Source: an optimization exercise on an open RTL-to-GDS flow (aim: small area, a short achievable clock period and few clock cycles). Production flows keep margins and buffers that such runs may drop. Where RTL was checked, it was by simulation tests only, not by an equivalence proof against the original. For run 1, only the layout was checked, not whether the RTL still works. Power figures rest on the tool's default switching activity, not on a simulated workload.

==> flow/design.v <==
`default_nettype none
package clle_pkg;
   localparam int NODE_COUNT_DEF = 16;
   localparam int CNT_W          = 5;
   localparam logic [3:0] OP_CLEAR      = 4'd0;
   localparam logic [3:0] OP_MODIFY     = 4'd1;
   localparam logic [3:0] OP_VIEW       = 4'd2;
   localparam logic [3:0] OP_INS_FIRST  = 4'd3;
   localparam logic [3:0] OP_INS_LAST   = 4'd4;
   localparam logic [3:0] OP_INS_AFTER  = 4'd5;
   localparam logic [3:0] OP_DEL_FIRST  = 4'd6;
   localparam logic [3:0] OP_DEL_LAST   = 4'd7;
   localparam logic [3:0] OP_DEL_KEY    = 4'd8;
   localparam logic [3:0] OP_FREE_COUNT = 4'd9;
   localparam logic [1:0] ST_OK        = 2'd0;
   localparam logic [1:0] ST_EMPTY     = 2'd1;
   localparam logic [1:0] ST_NOT_FOUND = 2'd2;
   localparam logic [1:0] ST_NO_MEM    = 2'd3;
endpackage
`default_nettype wire
`default_nettype none
module cursor_linked_list_engine #(
   parameter int NODE_COUNT = clle_pkg::NODE_COUNT_DEF
) (
   input  logic                       clock,
   input  logic                       reset,
   input  logic                       req_valid,
   output logic                       req_ready,
   input  logic [3:0]                 req_operation,
   input  logic signed [31:0]         req_match_key,
   input  logic signed [31:0]         req_new_key,
   input  logic [31:0]                req_new_payload,
   output logic                       rsp_valid,
   input  logic                       rsp_ready,
   output logic [1:0]                 rsp_status,
   output logic signed [31:0]         rsp_key_out,
   output logic [31:0]                rsp_payload_out,
   output logic [clle_pkg::CNT_W-1:0] rsp_count_out,
   output logic                       rsp_last
);
   localparam int N  = NODE_COUNT;
   localparam int IW = $clog2(N);
   localparam int CW = clle_pkg::CNT_W;
   logic [IW-1:0]     pos [N];
   logic [N-1:0]      lv;           
   logic [CW-1:0]     fcnt;         
   logic [31:0]       key [N];
   logic [31:0]       pay [N];
   logic              b_load;       
   logic              b_valid;
   logic              b_more;       
   logic              b_clr, b_mod, b_view, b_insf, b_insl, b_insa;
   logic              b_delf, b_dell, b_delk, b_fc;
   logic [31:0]       b_nk, b_np;
   logic [N-1:0]      b_mpos;       
   logic [N-1:0]      b_vsel;       
   logic [CW-1:0]     b_vcnt;       
   logic [N-1:0]      b_wsel;       
   logic              r_valid;
   logic [1:0]        r_status;
   logic [CW-1:0]     r_count;
   logic              r_last;
   logic [N-1:0]      r_sel;        
   logic              o_valid;
   logic [1:0]        o_status;
   logic [31:0]       o_key, o_pay;
   logic [CW-1:0]     o_count;
   logic              o_last;
   logic              s_valid;
   logic [1:0]        s_status;
   logic [31:0]       s_key, s_pay;
   logic [CW-1:0]     s_count;
   logic              s_last;
   function automatic logic [N-1:0] prefix_or(input logic [N-1:0] x);
      logic [N-1:0] y;
      y = x;
      for (int d = 1; d < N; d = d * 2) begin
         y = y | (y << d);
      end
      prefix_or = y;
   endfunction
   logic              go;           
   logic              empty, full;
   logic [N-1:0]      mv, aft, fpos;
   logic              found;
   logic              exec;         
   logic              insf_ok, insl_ok, insa_ok, delf_ok, delk_ok, dell_ok;
   logic              mods_ok, modf_ok, modw;
   logic              ins_ok, del_ok;
   logic [N-1:0]      sel_new, sel_right, sel_left, msel_new;
   logic              sel_d15;
   logic [IW-1:0]     delnode, newnode, vnode;
   logic [N-1:0]      delsel_oh;
   logic [N-1:0]      lvn;          
   logic              b_emit;
   logic [1:0]        b_status;
   logic [CW-1:0]     b_count;
   logic              b_last;
   logic [N-1:0]      b_rsel;
   logic [N-1:0]      we;
   logic [N-1:0]      lv_next;
   assign go    = !s_valid;
   assign empty = !lv[0];
   assign full  = lv[N-1];
   assign lvn   = lv >> 1;
   assign mv    = b_mpos & lv;
   assign aft   = prefix_or(mv);
   assign fpos  = mv & ~(aft << 1);
   assign found = aft[N-1];
   assign exec  = b_valid && go;
   assign insf_ok = exec && b_insf && !full;
   assign insl_ok = exec && b_insl && !full;
   assign insa_ok = exec && b_insa && !full;         
   assign delf_ok = exec && b_delf && !empty;
   assign dell_ok = exec && b_dell && !empty;
   assign delk_ok = exec && b_delk;                  
   assign mods_ok = exec && b_mod && !full;          
   assign modf_ok = exec && b_mod && b_more;         
   assign modw    = exec && b_mod && full && !b_more && found;
   assign ins_ok  = insf_ok || insl_ok || (insa_ok && found);
   assign del_ok  = delf_ok || dell_ok || (delk_ok && found);
   always_comb begin
      for (int i = 0; i < N; i++) begin
         if (i == 0) begin
            sel_new[i]   = insf_ok || (insl_ok && !lv[0]) || (mods_ok && fpos[0]);
            sel_right[i] = 1'b0;
         end else begin
            sel_new[i]   = (insl_ok && lv[i-1] && !lv[i]) || (insa_ok && fpos[i-1]) ||
                           (mods_ok && fpos[i]);
            sel_right[i] = insf_ok || (insl_ok && !lv[i-1]) ||
                           (insa_ok && ((i >= 2) ? aft[i-2] : 1'b0));
         end
         if (i == N - 1) sel_left[i] = 1'b0;
         else sel_left[i] = delf_ok || (delk_ok && aft[i]);
         msel_new[i] = sel_new[i] || (modw && fpos[i]);
      end
      sel_d15 = delf_ok || ((delk_ok || mods_ok) && found);
   end
   assign delsel_oh = b_delf ? {{(N-1){1'b0}}, 1'b1} : fpos;
   always_comb begin
      delnode = '0;
      vnode   = '0;
      for (int i = 0; i < N; i++) begin
         delnode = delnode | (delsel_oh[i] ? pos[i] : '0);
         vnode   = vnode   | (b_vsel[i]   ? pos[i] : '0);
      end
   end
   assign newnode = pos[N-1];
   always_comb begin
      b_emit   = b_valid && !(b_mod && b_more);
      b_status = clle_pkg::ST_OK;
      b_count  = '0;
      b_last   = 1'b1;
      b_rsel   = '0;
      if (b_mod) begin
         if (empty)           b_status = clle_pkg::ST_EMPTY;
         else if (!found)     b_status = clle_pkg::ST_NOT_FOUND;
      end
      if (b_view) begin
         if (empty) begin
            b_status = clle_pkg::ST_EMPTY;
         end else begin
            b_count = b_vcnt;
            b_last  = !b_more;
            for (int n = 0; n < N; n++) b_rsel[n] = (vnode == IW'(n));
         end
      end
      if (b_insf || b_insl) begin
         if (full)            b_status = clle_pkg::ST_NO_MEM;
      end
      if (b_insa) begin
         if (empty)           b_status = clle_pkg::ST_EMPTY;
         else if (!found)     b_status = clle_pkg::ST_NOT_FOUND;
         else if (full)       b_status = clle_pkg::ST_NO_MEM;
      end
      if (b_delf || b_dell || b_delk) begin
         if (empty)           b_status = clle_pkg::ST_EMPTY;
         else if (b_delk && !found) b_status = clle_pkg::ST_NOT_FOUND;
      end
      if (b_delf || b_delk) begin
         for (int n = 0; n < N; n++) b_rsel[n] = (delnode == IW'(n)) && !empty && (b_delf || found);
      end
      if (b_dell) begin
         for (int i = 0; i < N; i++)
            for (int n = 0; n < N; n++)
               if (lv[i] && !lvn[i] && pos[i] == IW'(n)) b_rsel[n] = 1'b1;
      end
      if (b_fc) begin
         b_count = fcnt;
         if (full)            b_status = clle_pkg::ST_NO_MEM;
      end
   end
   always_comb begin
      for (int n = 0; n < N; n++) begin
         we[n] = (go && !full && newnode == IW'(n)) || (modw && b_wsel[n]);
      end
   end
   always_ff @(posedge clock) begin
      for (int n = 0; n < N; n++) begin
         if (we[n]) begin
            key[n] <= b_nk;
            pay[n] <= b_np;
         end
      end
   end
   always_comb begin
      lv_next = lv;
      if (exec && b_clr)  lv_next = '0;
      else if (ins_ok)    lv_next = {lv[N-2:0], 1'b1};
      else if (del_ok)    lv_next = {1'b0, lv[N-1:1]};
   end
   always_ff @(posedge clock) begin
      if (reset) begin
         for (int i = 0; i < N; i++) pos[i] <= IW'(i);
         lv   <= '0;
         fcnt <= CW'(N);
      end else begin
         for (int i = 0; i < N; i++) begin
            if (sel_new[i])                        pos[i] <= newnode;
            else if (sel_right[i])                 pos[i] <= pos[(i + N - 1) % N];
            else if (sel_left[i])                  pos[i] <= pos[(i + 1) % N];
            else if (i == N - 1 && sel_d15)        pos[i] <= delnode;
         end
         lv <= lv_next;
         if (exec && b_clr)  fcnt <= CW'(N);
         else if (ins_ok)    fcnt <= fcnt - CW'(1);
         else if (del_ok)    fcnt <= fcnt + CW'(1);
      end
   end
   logic [N-1:0] eqn, mp, mpos_next;
   logic         eq_new;
   always_comb begin
      for (int n = 0; n < N; n++) eqn[n] = (key[n] == req_match_key);
      for (int i = 0; i < N; i++) begin
         mp[i] = 1'b0;
         for (int n = 0; n < N; n++) mp[i] = mp[i] | ((pos[i] == IW'(n)) && eqn[n]);
      end
   end
   assign eq_new = (b_nk == req_match_key);
   always_comb begin
      for (int i = 0; i < N; i++) begin
         if (msel_new[i])                     mpos_next[i] = eq_new;
         else if (sel_right[i])               mpos_next[i] = mp[(i + N - 1) % N];
         else if (sel_left[i])                mpos_next[i] = mp[(i + 1) % N];
         else                                 mpos_next[i] = mp[i];
      end
   end
   logic take, known;
   logic b_valid_next, b_more_next, s_valid_next;
   logic o_free, r_fire;
   assign known = req_operation <= clle_pkg::OP_FREE_COUNT;
   assign take  = b_load && req_valid && known;
   always_comb begin
      if (b_load) begin
         b_valid_next = req_valid && known;
         b_more_next  = ((req_operation == clle_pkg::OP_VIEW) && lv_next[1]) ||
                        ((req_operation == clle_pkg::OP_MODIFY) && lv_next[N-1]);
      end else begin
         b_valid_next = b_valid;
         if (exec) b_more_next = b_view && (|(b_vsel & (lv >> 2)));
         else      b_more_next = b_more;
      end
   end
   always_ff @(posedge clock) begin
      if (reset) begin
         b_valid <= 1'b0;
         b_more  <= 1'b0;
         b_load  <= 1'b1;
      end else begin
         b_valid <= b_valid_next;
         b_more  <= b_more_next;
         b_load  <= !s_valid_next && (!b_valid_next || !b_more_next);
      end
   end
   assign req_ready = b_load;
   always_ff @(posedge clock) begin
      if (b_load) begin
         b_clr  <= req_operation == clle_pkg::OP_CLEAR;
         b_mod  <= req_operation == clle_pkg::OP_MODIFY;
         b_view <= req_operation == clle_pkg::OP_VIEW;
         b_insf <= req_operation == clle_pkg::OP_INS_FIRST;
         b_insl <= req_operation == clle_pkg::OP_INS_LAST;
         b_insa <= req_operation == clle_pkg::OP_INS_AFTER;
         b_delf <= req_operation == clle_pkg::OP_DEL_FIRST;
         b_dell <= req_operation == clle_pkg::OP_DEL_LAST;
         b_delk <= req_operation == clle_pkg::OP_DEL_KEY;
         b_fc   <= req_operation == clle_pkg::OP_FREE_COUNT;
         b_nk   <= req_new_key;
         b_np   <= req_new_payload;
         b_mpos <= mpos_next;
         b_vsel <= {{(N-1){1'b0}}, 1'b1};
         b_vcnt <= CW'(1);
      end else if (exec) begin
         b_vsel <= b_vsel << 1;
         b_vcnt <= b_vcnt + CW'(1);
      end
      if (modf_ok) begin
         for (int n = 0; n < N; n++) b_wsel[n] <= (delnode == IW'(n));
      end
   end
   always_ff @(posedge clock) begin
      if (reset) begin
         r_valid <= 1'b0;
      end else if (go) begin
         r_valid <= b_emit;
      end
   end
   always_ff @(posedge clock) begin
      if (go) begin
         r_status <= b_status;
         r_count  <= b_count;
         r_last   <= b_last;
         r_sel    <= b_rsel;
      end
   end
   logic [31:0] r_key, r_pay;
   always_comb begin
      r_key = '0;
      r_pay = '0;
      for (int n = 0; n < N; n++) begin
         r_key = r_key | (r_sel[n] ? key[n] : '0);
         r_pay = r_pay | (r_sel[n] ? pay[n] : '0);
      end
   end
   assign o_free = !o_valid || rsp_ready;
   assign r_fire = r_valid && go;
   assign s_valid_next = !o_free && (s_valid || r_fire);
   always_ff @(posedge clock) begin
      if (reset) begin
         o_valid <= 1'b0;
         s_valid <= 1'b0;
      end else begin
         if (o_free) o_valid <= s_valid || r_fire;
         s_valid <= s_valid_next;
      end
   end
   always_ff @(posedge clock) begin
      if (o_free) begin
         if (s_valid) begin
            o_status <= s_status;
            o_key    <= s_key;
            o_pay    <= s_pay;
            o_count  <= s_count;
            o_last   <= s_last;
         end else begin
            o_status <= r_status;
            o_key    <= r_key;
            o_pay    <= r_pay;
            o_count  <= r_count;
            o_last   <= r_last;
         end
      end
      if (!s_valid) begin
         s_status <= r_status;
         s_key    <= r_key;
         s_pay    <= r_pay;
         s_count  <= r_count;
         s_last   <= r_last;
      end
   end
   assign rsp_valid       = o_valid;
   assign rsp_status      = o_status;
   assign rsp_key_out     = o_key;
   assign rsp_payload_out = o_pay;
   assign rsp_count_out   = o_count;
   assign rsp_last        = o_last;
endmodule
`default_nettype wire
==> flow/run.sh <==
#!/bin/bash
# synth_recipe.tcl (not shown) runs the flow's synth.tcl, then flattens the netlist and writes it again
# the make line also repeats each setting of config.mk as NAME=value (left out here)
make -C /OpenROAD-flow-scripts/flow DESIGN_CONFIG=/design/flow/config.mk WORK_HOME=/design/flow/orfs CLKGATE_MAP_FILE= SYNTH_SCRIPT=/design/flow/synth_recipe.tcl finish
==> flow/config.mk <==
export PLATFORM = sky130hd
export DESIGN_NAME = cursor_linked_list_engine
export DESIGN_NICKNAME = cursor_linked_list_engine
export VERILOG_FILES = /design/flow/design.v
export SDC_FILE = /design/flow/constraint.sdc
export NUM_CORES = 8
export LEC_CHECK = 0
export ABC_CLOCK_PERIOD_IN_PS = 3000
export CAP_MARGIN = 20
export CORE_MARGIN = 2
export CORE_UTILIZATION = 30
export PLACE_DENSITY = 0.5
export SETUP_SLACK_MARGIN = 4.0
export SLEW_MARGIN = 20
==> flow/constraint.sdc <==
create_clock -name core_clock -period 7.0 [get_ports {clock}]
set_input_delay 1.4000 -clock core_clock [delete_from_list [all_inputs] [get_ports {clock}]]
set_output_delay 1.4000 -clock core_clock [all_outputs]
set_load 0.01 [all_outputs]
==> summary.txt, run 1 <==
final worst-path cycle share=53.6%; largest net degree at the start of global routing=71; post-cts hold buffer count=0; crit-path max FO=5; Bufs on Longest Clock Path=3; vias in the first global route=51691; Max-slew headroom=16.9%; switching fraction of total power=23.8%; Hold Crit Class=reg2reg; final core occ=40.6%; CP arrival=4.45 ns; Max Clk Rate=266 MHz; clock sinks=1410; hpwl dp=212000 um; Worst Tran Pin Value=1.24 ns; busiest grt layer=met2; Hold Crit Start=s_pay[21]; critical path endpoint category=register; Post-Syn Area=64400 sq um; Min-Delay Endpoint=s_pay[21]; row count=170; peak supply drop=0.000263 V; setup TNS=0 ns; M3 GR Usage=10.1%; Initial DRT Pass Iterations=9; Seq/Total Area, Yosys=62.9%; DIE WIDTH=467 um; die area=218000 sq um; startpoint type of the worst setup path=primary input; P_leak=30.1 nW; area of the core=214000 sq um; Distinct cells, synth=80; FF-to-FF End=r_sel[8]; Final Max Tran Viols=0; RSZ-0062 raised after global routing=yes; logic gate share of total power=5.8%; Total GRT Usage=32.5%; hold depth=2; final setup vio count=0; post-DR wirelength/cell=41.8 um; Post-Route WL=367000 um; synth warn=4; Vias/cell=6.35; drt drc=0; Layout area overhead=34.8%; CTS clk-pin slew, worst paths=0.06 ns; Tot Pwr=19.1 mW; FF-to-FF setup slack=3.43 ns; Final Hold Viols=0; minimum clock period=3.75 ns; WS Path Type=in2reg; layout cells sized above 1=24.8%; global route overflow=0; syn nets=5241; DR iter-0 viols=9201; Die Ht=467 um; reg2reg start=pos[14][3]; EDFF count, synth=1226; GP Congestion=1.08; first-pass GRT wire length=480000 um; max_cap viols=0; DR vias=55687; syn_area_per_cell=12.6 sq um; PD cells=220 nW/um^2; port bufs=177; sequential share of power=49.2%; Num CTS Buffers=158; htree depth=4; Fin Clk Skew=0.0629 ns; Worst EP required=7.70 ns; Worst Reg2Reg Path Length in Cells=8; CTS tree=built; Initial Utilization=30.1%; # nets final=5892; FF+latch count, synth=1410; Top FF cell, synth=edfxtp_1; post-synthesis cell count=5132; antenna-violating nets left=0; Clock Latency Late Sink=0.86 ns; status=timing/DRC/antenna clean; routing usage on met1=40.9%; internal power=14.6 mW; clock power share=45.0%; root buffer cell=clkbuf_16; Sw Pwr=4.55 mW; Ports=178; initial antenna violation count=36; GR Layer Usage met2=47.8%; async set or reset register ratio after synthesis=0%
## sequential cells by signal (all words and copies together), names as in the netlist, 5 cells and up
| signal | count |
|---|---|
| r_sel | 16 |
| b_mpos | 16 |
| r_count | 5 |
| o_key | 32 |
| pay | 512 |
| key | 512 |
| lv | 16 |
| s_key | 32 |
| s_pay | 32 |
| b_vsel | 16 |
| pos | 64 |
| b_wsel | 16 |
| b_nk | 32 |
| fcnt | 5 |
| s_count | 5 |
| b_vcnt | 5 |
| o_pay | 32 |
| b_np | 32 |
| o_count | 5 |
## worst max path at each step
stage / slack [ns] / depth (start not counted) / endpoint / start
floorplan: 3.32 / 10 / b_mpos[13] / req_match_key[9]
global placement: 0.56 / 12 / b_mpos[1] / req_match_key[17]
detailed placement: 0.41 / 12 / b_mpos[1] / req_match_key[17]
CTS: 3.43 / 16 / fcnt[4] / lv[2]
global route: 3.28 / 13 / b_mpos[1] / req_match_key[17]
finish: 3.25 / 13 / b_mpos[1] / req_match_key[17]
## routing by layer
| layer | up-vias | share of wire (%) |
|---|---|---|
| met5 | - | 0.040 |
| li1 | 21643 | - |
| met4 | 24 | 8.7 |
| met2 | 4501 | 42 |
| met3 | 1304 | 12 |
| met1 | 28215 | 37 |
## power by group through the flow
stage               combinational (mW)  sequential [mW]  clock, mW
global placement                 0.879             9.56          0
global route                      1.10             9.40       8.95
detailed placement               0.871             9.56          0
CTS                               1.04             9.39       8.64
floorplan                        0.447             9.51          0
finish                            1.11             9.39       8.60
## cells in the mapped netlist, types with 89 or more instances
| master | n | share of area [%] |
|---|---|---|
| nand2_1 | 245 | 1.4 |
| o21ai_0 | 113 | 0.88 |
| mux2i_1 | 89 | 1.4 |
| nand3_1 | 181 | 1.4 |
| a221oi_1 | 122 | 1.7 |
| a22o_1 | 131 | 1.8 |
| edfxtp_1 | 1226 | 57 |
| nor2_1 | 255 | 1.5 |
| a21oi_1 | 169 | 1.3 |
| dfxtp_1 | 184 | 5.7 |
| nand4_1 | 246 | 2.4 |
| clkbuf_1 | 278 | 1.6 |
| a22oi_1 | 349 | 4.1 |
| nor3_1 | 109 | 0.85 |
| xnor2_1 | 547 | 7.4 |
## kinds of logic (layout without fill, tap and decap cells)
family	count (synthesis)	after routing	share of synthesized area [%]
flip-flops	1410	1410	62.9
AND/OR/NAND/NOR	1294	1299	10.3
AO/OA/AOI/OAI	1284	1328	14.6
XOR/XNOR	552	552	7.50
buffers and inverters	474	1210	2.89
multiplexers	113	113	1.82
adder cells (fa/ha/maj)	5	5	0.109
other	0	17	0
## cell usage in the layout (no fill, tap or decap), types with 19 or more instances in the layout
| cell type | n |
|---|---|
| clkbuf_1 | 34 |
| inv_1 | 84 |
| xnor2_4 | 25 |
| xnor2_2 | 120 |
| a211o_1 | 32 |
| o22ai_1 | 79 |
| nand4_1 | 246 |
| o32ai_1 | 19 |
| buf_6 | 140 |
| clkinv_2 | 36 |
| o31ai_1 | 29 |
| a22o_1 | 115 |
| edfxtp_1 | 1226 |
| dlygate4sd2_1 | 60 |
| nor2b_1 | 41 |
| nor3_1 | 95 |
| a221oi_1 | 119 |
| nand3_1 | 167 |
| clkdlybuf4s50_1 | 70 |
| buf_12 | 110 |
| mux2_2 | 22 |
| buf_16 | 96 |
| a22oi_1 | 344 |
| buf_4 | 291 |
| clkbuf_16 | 166 |
| nand2b_1 | 59 |
| o21ai_1 | 24 |
| nor4_4 | 33 |
| xnor2_1 | 402 |
| buf_8 | 29 |
| a31oi_1 | 19 |
| o21ai_0 | 81 |
| a22o_4 | 60 |
| nand2_1 | 222 |
| nor2_1 | 227 |
| a211oi_1 | 42 |
| a21oi_1 | 145 |
| mux2i_1 | 88 |
| dfxtp_1 | 166 |
## cell type report
cell class	instances	area, sq um
Fill cell	19926	127000
Sequential cell	1410	40500
Multi-Input combinational cell	3297	26400
Timing Repair Buffer	826	10700
Clock buffer	211	4370
Tap cell	2838	3550
Clock inverter	83	930
Inverter	90	350
Antenna cell	17	42.5
## critical path: stages
cell,delay [ns]
buf_12,0.11
buf_12,0.12
xnor2_4,0.51
nand4_1,0.51
nor4_4,0.41
buf_6,0.19
nand3b_1,0.21
a21oi_2,0.19
o32ai_2,0.08
a22oi_2,0.34
buf_4,0.17
o41ai_1,0.05
a21oi_1,0.14
## through the flow
stage | std cells | hold WS, ns | instance area [sq um] | setup WS [ns]
final | 8772 | 0.453 | 86800 | 3.25
after global routing | 8760 | 0.472 | 86800 | 3.28
after CTS | 8671 | 0.454 | 85000 | 3.43
after detailed placement | 7981 | 0.442 | 70900 | 0.415
after global placement | 7981 | 0.439 | 70900 | 0.564
after floorplan | 5132 | 0.430 | 65900 | 3.32
## what timing repair did
| action | CTS | global route |
|---|---|---|
| setup endpoints to repair | 1230 | 1160 |
| gates cloned | 136 | 8 |
| buffers inserted | 260 | 71 |
| resized for setup | 1047 | 223 |
| pin swaps | 177 | 103 |
==> run 2, diff against run 1 <==
--- a/flow/design.v
+++ b/flow/design.v
@@ -41,18 +41,20 @@
    localparam int N  = NODE_COUNT;
    localparam int IW = $clog2(N);
    localparam int CW = clle_pkg::CNT_W;
+   logic              a_valid, a_nop;
+   logic [3:0]        a_op;
+   logic [31:0]       a_mk, a_nk, a_np;
    logic [IW-1:0]     pos [N];
    logic [N-1:0]      lv;           
    logic [CW-1:0]     fcnt;         
    logic [31:0]       key [N];
    logic [31:0]       pay [N];
-   logic              b_load;       
    logic              b_valid;
-   logic              b_more;       
    logic              b_clr, b_mod, b_view, b_insf, b_insl, b_insa;
    logic              b_delf, b_dell, b_delk, b_fc;
    logic [31:0]       b_nk, b_np;
    logic [N-1:0]      b_mpos;       
+   logic              b_step;       
    logic [N-1:0]      b_vsel;       
    logic [CW-1:0]     b_vcnt;       
    logic [N-1:0]      b_wsel;       
@@ -91,18 +93,18 @@
    logic              sel_d15;
    logic [IW-1:0]     delnode, newnode, vnode;
    logic [N-1:0]      delsel_oh;
+   logic              vlast;
    logic [N-1:0]      lvn;          
+   logic              b_done, b_load;
    logic              b_emit;
    logic [1:0]        b_status;
    logic [CW-1:0]     b_count;
    logic              b_last;
    logic [N-1:0]      b_rsel;
    logic [N-1:0]      we;
-   logic [N-1:0]      lv_next;
    assign go    = !s_valid;
    assign empty = !lv[0];
    assign full  = lv[N-1];
-   assign lvn   = lv >> 1;
    assign mv    = b_mpos & lv;
    assign aft   = prefix_or(mv);
    assign fpos  = mv & ~(aft << 1);
@@ -115,8 +117,8 @@
    assign dell_ok = exec && b_dell && !empty;
    assign delk_ok = exec && b_delk;                  
    assign mods_ok = exec && b_mod && !full;          
-   assign modf_ok = exec && b_mod && b_more;         
-   assign modw    = exec && b_mod && full && !b_more && found;
+   assign modf_ok = exec && b_mod && full && found && !b_step;
+   assign modw    = exec && b_mod && full && b_step;
    assign ins_ok  = insf_ok || insl_ok || (insa_ok && found);
    assign del_ok  = delf_ok || dell_ok || (delk_ok && found);
    always_comb begin
@@ -146,22 +148,30 @@
       end
    end
    assign newnode = pos[N-1];
+   assign lvn     = lv >> 1;
+   assign vlast   = !(|(b_vsel & lvn));
    always_comb begin
-      b_emit   = b_valid && !(b_mod && b_more);
+      b_emit   = b_valid;
       b_status = clle_pkg::ST_OK;
       b_count  = '0;
       b_last   = 1'b1;
       b_rsel   = '0;
+      b_done   = 1'b1;
       if (b_mod) begin
          if (empty)           b_status = clle_pkg::ST_EMPTY;
          else if (!found)     b_status = clle_pkg::ST_NOT_FOUND;
+         if (full && found && !b_step) begin
+            b_emit = 1'b0;
+            b_done = 1'b0;
+         end
       end
       if (b_view) begin
          if (empty) begin
             b_status = clle_pkg::ST_EMPTY;
          end else begin
             b_count = b_vcnt;
-            b_last  = !b_more;
+            b_last  = vlast;
+            b_done  = vlast;
             for (int n = 0; n < N; n++) b_rsel[n] = (vnode == IW'(n));
          end
       end
@@ -190,6 +200,7 @@
          if (full)            b_status = clle_pkg::ST_NO_MEM;
       end
    end
+   assign b_load = go && (!b_valid || b_done);
    always_comb begin
       for (int n = 0; n < N; n++) begin
          we[n] = (go && !full && newnode == IW'(n)) || (modw && b_wsel[n]);
@@ -203,12 +214,6 @@
          end
       end
    end
-   always_comb begin
-      lv_next = lv;
-      if (exec && b_clr)  lv_next = '0;
-      else if (ins_ok)    lv_next = {lv[N-2:0], 1'b1};
-      else if (del_ok)    lv_next = {1'b0, lv[N-1:1]};
-   end
    always_ff @(posedge clock) begin
       if (reset) begin
          for (int i = 0; i < N; i++) pos[i] <= IW'(i);
@@ -221,22 +226,28 @@
             else if (sel_left[i])                  pos[i] <= pos[(i + 1) % N];
             else if (i == N - 1 && sel_d15)        pos[i] <= delnode;
          end
-         lv <= lv_next;
-         if (exec && b_clr)  fcnt <= CW'(N);
-         else if (ins_ok)    fcnt <= fcnt - CW'(1);
-         else if (del_ok)    fcnt <= fcnt + CW'(1);
+         if (exec && b_clr) begin
+            lv   <= '0;
+            fcnt <= CW'(N);
+         end else if (ins_ok) begin
+            lv   <= {lv[N-2:0], 1'b1};
+            fcnt <= fcnt - CW'(1);
+         end else if (del_ok) begin
+            lv   <= {1'b0, lv[N-1:1]};
+            fcnt <= fcnt + CW'(1);
+         end
       end
    end
    logic [N-1:0] eqn, mp, mpos_next;
    logic         eq_new;
    always_comb begin
-      for (int n = 0; n < N; n++) eqn[n] = (key[n] == req_match_key);
+      for (int n = 0; n < N; n++) eqn[n] = (key[n] == a_mk);
       for (int i = 0; i < N; i++) begin
          mp[i] = 1'b0;
          for (int n = 0; n < N; n++) mp[i] = mp[i] | ((pos[i] == IW'(n)) && eqn[n]);
       end
    end
-   assign eq_new = (b_nk == req_match_key);
+   assign eq_new = (b_nk == a_mk);
    always_comb begin
       for (int i = 0; i < N; i++) begin
          if (msel_new[i])                     mpos_next[i] = eq_new;
@@ -245,48 +256,52 @@
          else                                 mpos_next[i] = mp[i];
       end
    end
-   logic take, known;
-   logic b_valid_next, b_more_next, s_valid_next;
-   logic o_free, r_fire;
-   assign known = req_operation <= clle_pkg::OP_FREE_COUNT;
-   assign take  = b_load && req_valid && known;
-   always_comb begin
-      if (b_load) begin
-         b_valid_next = req_valid && known;
-         b_more_next  = ((req_operation == clle_pkg::OP_VIEW) && lv_next[1]) ||
-                        ((req_operation == clle_pkg::OP_MODIFY) && lv_next[N-1]);
-      end else begin
-         b_valid_next = b_valid;
-         if (exec) b_more_next = b_view && (|(b_vsel & (lv >> 2)));
-         else      b_more_next = b_more;
+   logic a_free;
+   assign a_free    = !a_valid || a_nop || b_load;
+   assign req_ready = a_free;
+   always_ff @(posedge clock) begin
+      if (a_free) begin
+         a_op <= req_operation;
+         a_nop <= req_operation > clle_pkg::OP_FREE_COUNT;
+         a_mk <= req_match_key;
+         a_nk <= req_new_key;
+         a_np <= req_new_payload;
       end
    end
    always_ff @(posedge clock) begin
       if (reset) begin
+         a_valid <= 1'b0;
+      end else if (a_free) begin
+         a_valid <= req_valid;
+      end
+   end
+   logic a_take;
+   assign a_take = a_valid && !a_nop;
+   always_ff @(posedge clock) begin
+      if (reset) begin
          b_valid <= 1'b0;
-         b_more  <= 1'b0;
-         b_load  <= 1'b1;
-      end else begin
-         b_valid <= b_valid_next;
-         b_more  <= b_more_next;
-         b_load  <= !s_valid_next && (!b_valid_next || !b_more_next);
+         b_step  <= 1'b0;
+      end else if (b_load) begin
+         b_valid <= a_take;
+         b_step  <= 1'b0;
+      end else if (exec) begin
+         b_step  <= 1'b1;
       end
    end
-   assign req_ready = b_load;
    always_ff @(posedge clock) begin
       if (b_load) begin
-         b_clr  <= req_operation == clle_pkg::OP_CLEAR;
-         b_mod  <= req_operation == clle_pkg::OP_MODIFY;
-         b_view <= req_operation == clle_pkg::OP_VIEW;
-         b_insf <= req_operation == clle_pkg::OP_INS_FIRST;
-         b_insl <= req_operation == clle_pkg::OP_INS_LAST;
-         b_insa <= req_operation == clle_pkg::OP_INS_AFTER;
-         b_delf <= req_operation == clle_pkg::OP_DEL_FIRST;
-         b_dell <= req_operation == clle_pkg::OP_DEL_LAST;
-         b_delk <= req_operation == clle_pkg::OP_DEL_KEY;
-         b_fc   <= req_operation == clle_pkg::OP_FREE_COUNT;
-         b_nk   <= req_new_key;
-         b_np   <= req_new_payload;
+         b_clr  <= a_op == clle_pkg::OP_CLEAR;
+         b_mod  <= a_op == clle_pkg::OP_MODIFY;
+         b_view <= a_op == clle_pkg::OP_VIEW;
+         b_insf <= a_op == clle_pkg::OP_INS_FIRST;
+         b_insl <= a_op == clle_pkg::OP_INS_LAST;
+         b_insa <= a_op == clle_pkg::OP_INS_AFTER;
+         b_delf <= a_op == clle_pkg::OP_DEL_FIRST;
+         b_dell <= a_op == clle_pkg::OP_DEL_LAST;
+         b_delk <= a_op == clle_pkg::OP_DEL_KEY;
+         b_fc   <= a_op == clle_pkg::OP_FREE_COUNT;
+         b_nk   <= a_nk;
+         b_np   <= a_np;
          b_mpos <= mpos_next;
          b_vsel <= {{(N-1){1'b0}}, 1'b1};
          b_vcnt <= CW'(1);
@@ -322,16 +337,18 @@
          r_pay = r_pay | (r_sel[n] ? pay[n] : '0);
       end
    end
+   logic o_free, r_fire;
    assign o_free = !o_valid || rsp_ready;
    assign r_fire = r_valid && go;
-   assign s_valid_next = !o_free && (s_valid || r_fire);
    always_ff @(posedge clock) begin
       if (reset) begin
          o_valid <= 1'b0;
          s_valid <= 1'b0;
-      end else begin
-         if (o_free) o_valid <= s_valid || r_fire;
-         s_valid <= s_valid_next;
+      end else if (o_free) begin
+         o_valid <= s_valid || r_fire;
+         s_valid <= 1'b0;
+      end else if (r_fire) begin
+         s_valid <= 1'b1;
       end
    end
    always_ff @(posedge clock) begin
--- a/flow/config.mk
+++ b/flow/config.mk
@@ -5,10 +5,8 @@
 export SDC_FILE = /design/flow/constraint.sdc
 export NUM_CORES = 8
 export LEC_CHECK = 0
-export ABC_CLOCK_PERIOD_IN_PS = 3000
 export CAP_MARGIN = 20
 export CORE_MARGIN = 2
 export CORE_UTILIZATION = 30
 export PLACE_DENSITY = 0.5
-export SETUP_SLACK_MARGIN = 4.0
 export SLEW_MARGIN = 20
==> run 2 against run 1 <==
Still clean on timing, DRC and antenna. Total power up 2.0%. First-iteration DRC count shrank 6.9%. Combinational power decreased by 39%. Global-route usage is 6.8 points lower. Flip-flop and latch count up 101. Setup slack worse by 2.2 ns. Worst hold slack lost 0.038 ns. Utilization down 5.6 points. Register-to-register slack got worse by 1.3 ns. Largest cell class unchanged.
==> summary.txt, run 2 <==
die area=231000 sq um; Worst Tran Pin Value=1.28 ns; startpoint type of the worst setup path=register; PD cells=248 nW/um^2; WS Path Type=reg2out; antenna-violating nets left=0; most common cell after layout, fill and taps aside=edfxtp_1; largest net degree at the start of global routing=105; root buffer cell=clkbuf_16; Max Clk Rate=169 MHz; EDFF count, synth=1327; dpl cell area=73300 sq um; largest family of logic cells by synthesized area=compound AO/OA/AOI/OAI gates; clock sinks=1511; Layout area overhead=15.6%; global route overflow=0; simple logic cell fraction of the synthesized area=9.95%; worst setup path endpoint=req_ready; GP Congestion=1.05; critical path endpoint category=output port; DR vias=51043; commonest cells after routing, fill and taps aside=1327 x edfxtp_1, 509 x xnor2_1, 353 x a22oi_1, 244 x nand4_1, 224 x nor2_1; Yosys top cell area share=58.6%; Synth Area in Compound Gates=13.9%; Max-slew headroom=14.6%; final setup vio count=0; Initial Utilization=30.2%; syn nets=5318; hpwl dp=196000 um; crit-path max FO=13; Ports=178; syn_area_per_cell=13.1 sq um; row count=174; top-count cell post-synth=edfxtp_1; port bufs=177; Num CTS Buffers=165; # nets final=5469; FF-to-FF End=b_mpos[2]; first-pass GRT wire length=414000 um; Hold Crit Start=a_nk[10]; Top Registers=key: 512 flops, pay: 512 flops, pos: 64 flops; synth warn=4; Initial DRT Pass Iterations=10; htree depth=4; Layout Cells excl Fill=8487; Vias/cell=6.01; drt drc=0; Bufs on Longest Clock Path=3; Post-Syn Area=68100 sq um; post-cts hold buffer count=0; P_leak=25.0 nW; XOR/XNOR Fraction of Synth Area=7.14%; Post-CTS Repair Setup Buffers=0; async set or reset register ratio after synthesis=0%; Post-Route WL=306000 um; Cells after DPL=8185; Tot Pwr=19.5 mW; final worst-path cycle share=84.4%; post-synthesis cell count=5209; Final Instance Area=78700 sq um; area of the core=225000 sq um; setup ws final=1.09 ns; Worst Reg2Reg Path Length in Cells=9; fraction of synthesized area in multiplexers=1.52%; post-DR wirelength/cell=36.1 um; vias in the first global route=48144; initial antenna violation count=18; status=timing/DRC/antenna clean; DIE WIDTH=480 um; peak supply drop=0.000225 V; # fillers=21991; reg2reg start=a_mk[17]; Post-synth top cells=1327 x edfxtp_1, 509 x xnor2_1, 353 x a22oi_1; synth top area cells=edfxtp_1 59%, xnor2_1 6.6%, dfxtp_1 5.4%; max_cap viols=0; Total GRT Usage=25.7%; FF+latch count, synth=1511; CP arrival=4.51 ns; Die Ht=480 um; RSZ-0062 raised after global routing=no; PostCTS Resize Cnt=0; Hold Crit Class=reg2reg; Final Max Tran Viols=0; FF-to-FF setup slack=2.18 ns; Distinct cells, synth=100; Adder-Cell Fraction of Synth Area=0.103%; Final Hold Viols=0; Clock Latency Late Sink=0.84 ns; Worst EP required=5.60 ns; Crit. Startpoint=lv[1]; pre-CTS setup slack=2.00 ns; cell accounting for the most synthesized area=edfxtp_1; Top FF cell, synth=edfxtp_1; minimum clock period=5.91 ns; CTS clk-pin slew, worst paths=0.06 ns; CTS tree=built; Seq/Total Area, Yosys=64.0%; Fin Clk Skew=0.0850 ns; layout cells sized above 1=9.63%; DR iter-0 viols=8566
-- run 2: cell count changes in the layout (fill, tap and decap cells not counted), sizes merged, moves of 21 or more --
| cell | delta |
|---|---|
| nor2 | -25 |
| o21ai | +28 |
| a22o | -33 |
| edfxtp | +101 |
| buf | -507 |
| clkdlybuf4s50 | +106 |
| xor2 | +33 |
| xnor2 | -34 |
| a211oi | -26 |
| nand2 | -21 |
| dlygate4sd2 | -60 |
-- run 2: layout make-up --
class                   instances  area [sq um]  area share, %
diodes                          1          2.50        0.00318
clock buffers                 221          4480           5.70
inverters                      93           349          0.444
flip-flops and latches       1511         43500           55.3
well taps                    2992          3740           4.76
multi-input cells            3240         22500           28.5
clock inverters                80           885           1.12
repair buffers                349          3250           4.12
-- run 2: worst min-delay path by stage --
stage          endpoint  slack [ns]  depth (start not counted)
3_3_place_gp   b_np[30]        0.40                          0
5_1_grt        b_nk[10]        0.42                          0
2_1_floorplan   b_nk[0]        0.40                          0
4_1_cts        b_np[10]        0.42                          0
3_5_place_dp   b_np[28]        0.40                          0
6_report       b_nk[10]        0.41                          0
-- run 2: cell families (layout without fill, tap and decap cells) --
kind of cell | after synthesis | after routing
xor+xnor | 551 | 551
compound gates | 1312 | 1312
mux | 98 | 98
fa+ha+maj | 5 | 5
flops | 1511 | 1511
buf+inv | 458 | 743
simple gates | 1274 | 1274
other cells | 0 | 1
-- run 2: report_power, final --
part	switching [mW]	internal [mW]	total (mW)
logic	0.444	0.234	0.677
clock network	3.80	4.94	8.73
registers	0.169	9.90	10.1
total	4.41	15.1	19.5
-- run 2: metal layers --
layer	part of all wire (%)	global-route usage [%]	up-vias
met2	44	39.8	3528
met3	10	6.10	879
li1	-	-	20738
met1	39	33.1	25882
met5	0.034	0	-
met4	6.6	14.1	16
-- run 2: worst max-delay path, stage by stage (launching register included) --
cell and delay [ns]:
dfxtp_1 0.55, a222oi_1 0.43, buf_4 0.25, nand3_4 0.17, nor3_4 0.26, nand3_2 0.18, nand4b_1 0.20, o21ai_1 0.10
and2_1 0.23, o211ai_1 0.20, buf_4 0.28, clkdlybuf4s50_1 0.82
-- run 2: through the flow --
stage          utilization (%)  TNS, ns  hold WS [ns]
2_1_floorplan                -   -35.02         0.400
3_3_place_gp              32.6        0         0.401
3_5_place_dp              32.6        0         0.405
4_1_cts                   35.0        0         0.419
5_1_grt                   35.0        0         0.419
6_report                  35.0        0         0.415
Testbench counts of run 2, summed over its fixed seeds: cycles 4,881.

-- port drivers added, routing unchanged --
The results above use ideal ports. As a check the final layouts listed here were re-extracted and re-timed, cells and wires unchanged.
Step 1, drivers: a clkbuf_16 drives clock and a buf_2 each remaining input, both assumed.
Step 2 times the ports against the registers' clock, not the clock port: input delays grow and output delays shrink by t, the midpoint of the rising clock arrivals with the driver on.
Three values: ideal, step 1, step 2; two values: the first two.
run | shift t [ns] | setup WS [ns] | worst setup path at the end | latest minus earliest clock arrival (ns) | worst register clock-pin slew, ns
run 1 | 0.926 | 3.246 / 3.237 / 2.311 | input to register | 0.063 / 0.063 | 0.07 / 0.07
run 2 | 0.891 | 1.090 / 0.995 / 1.886 | register to output | 0.087 / 0.087 | 0.07 / 0.07
After both steps every run listed still meets setup and hold. For run 1, which loses most, drivers alone change the setup slack by -0.009 ns; drivers and shift together by -0.935 ns.
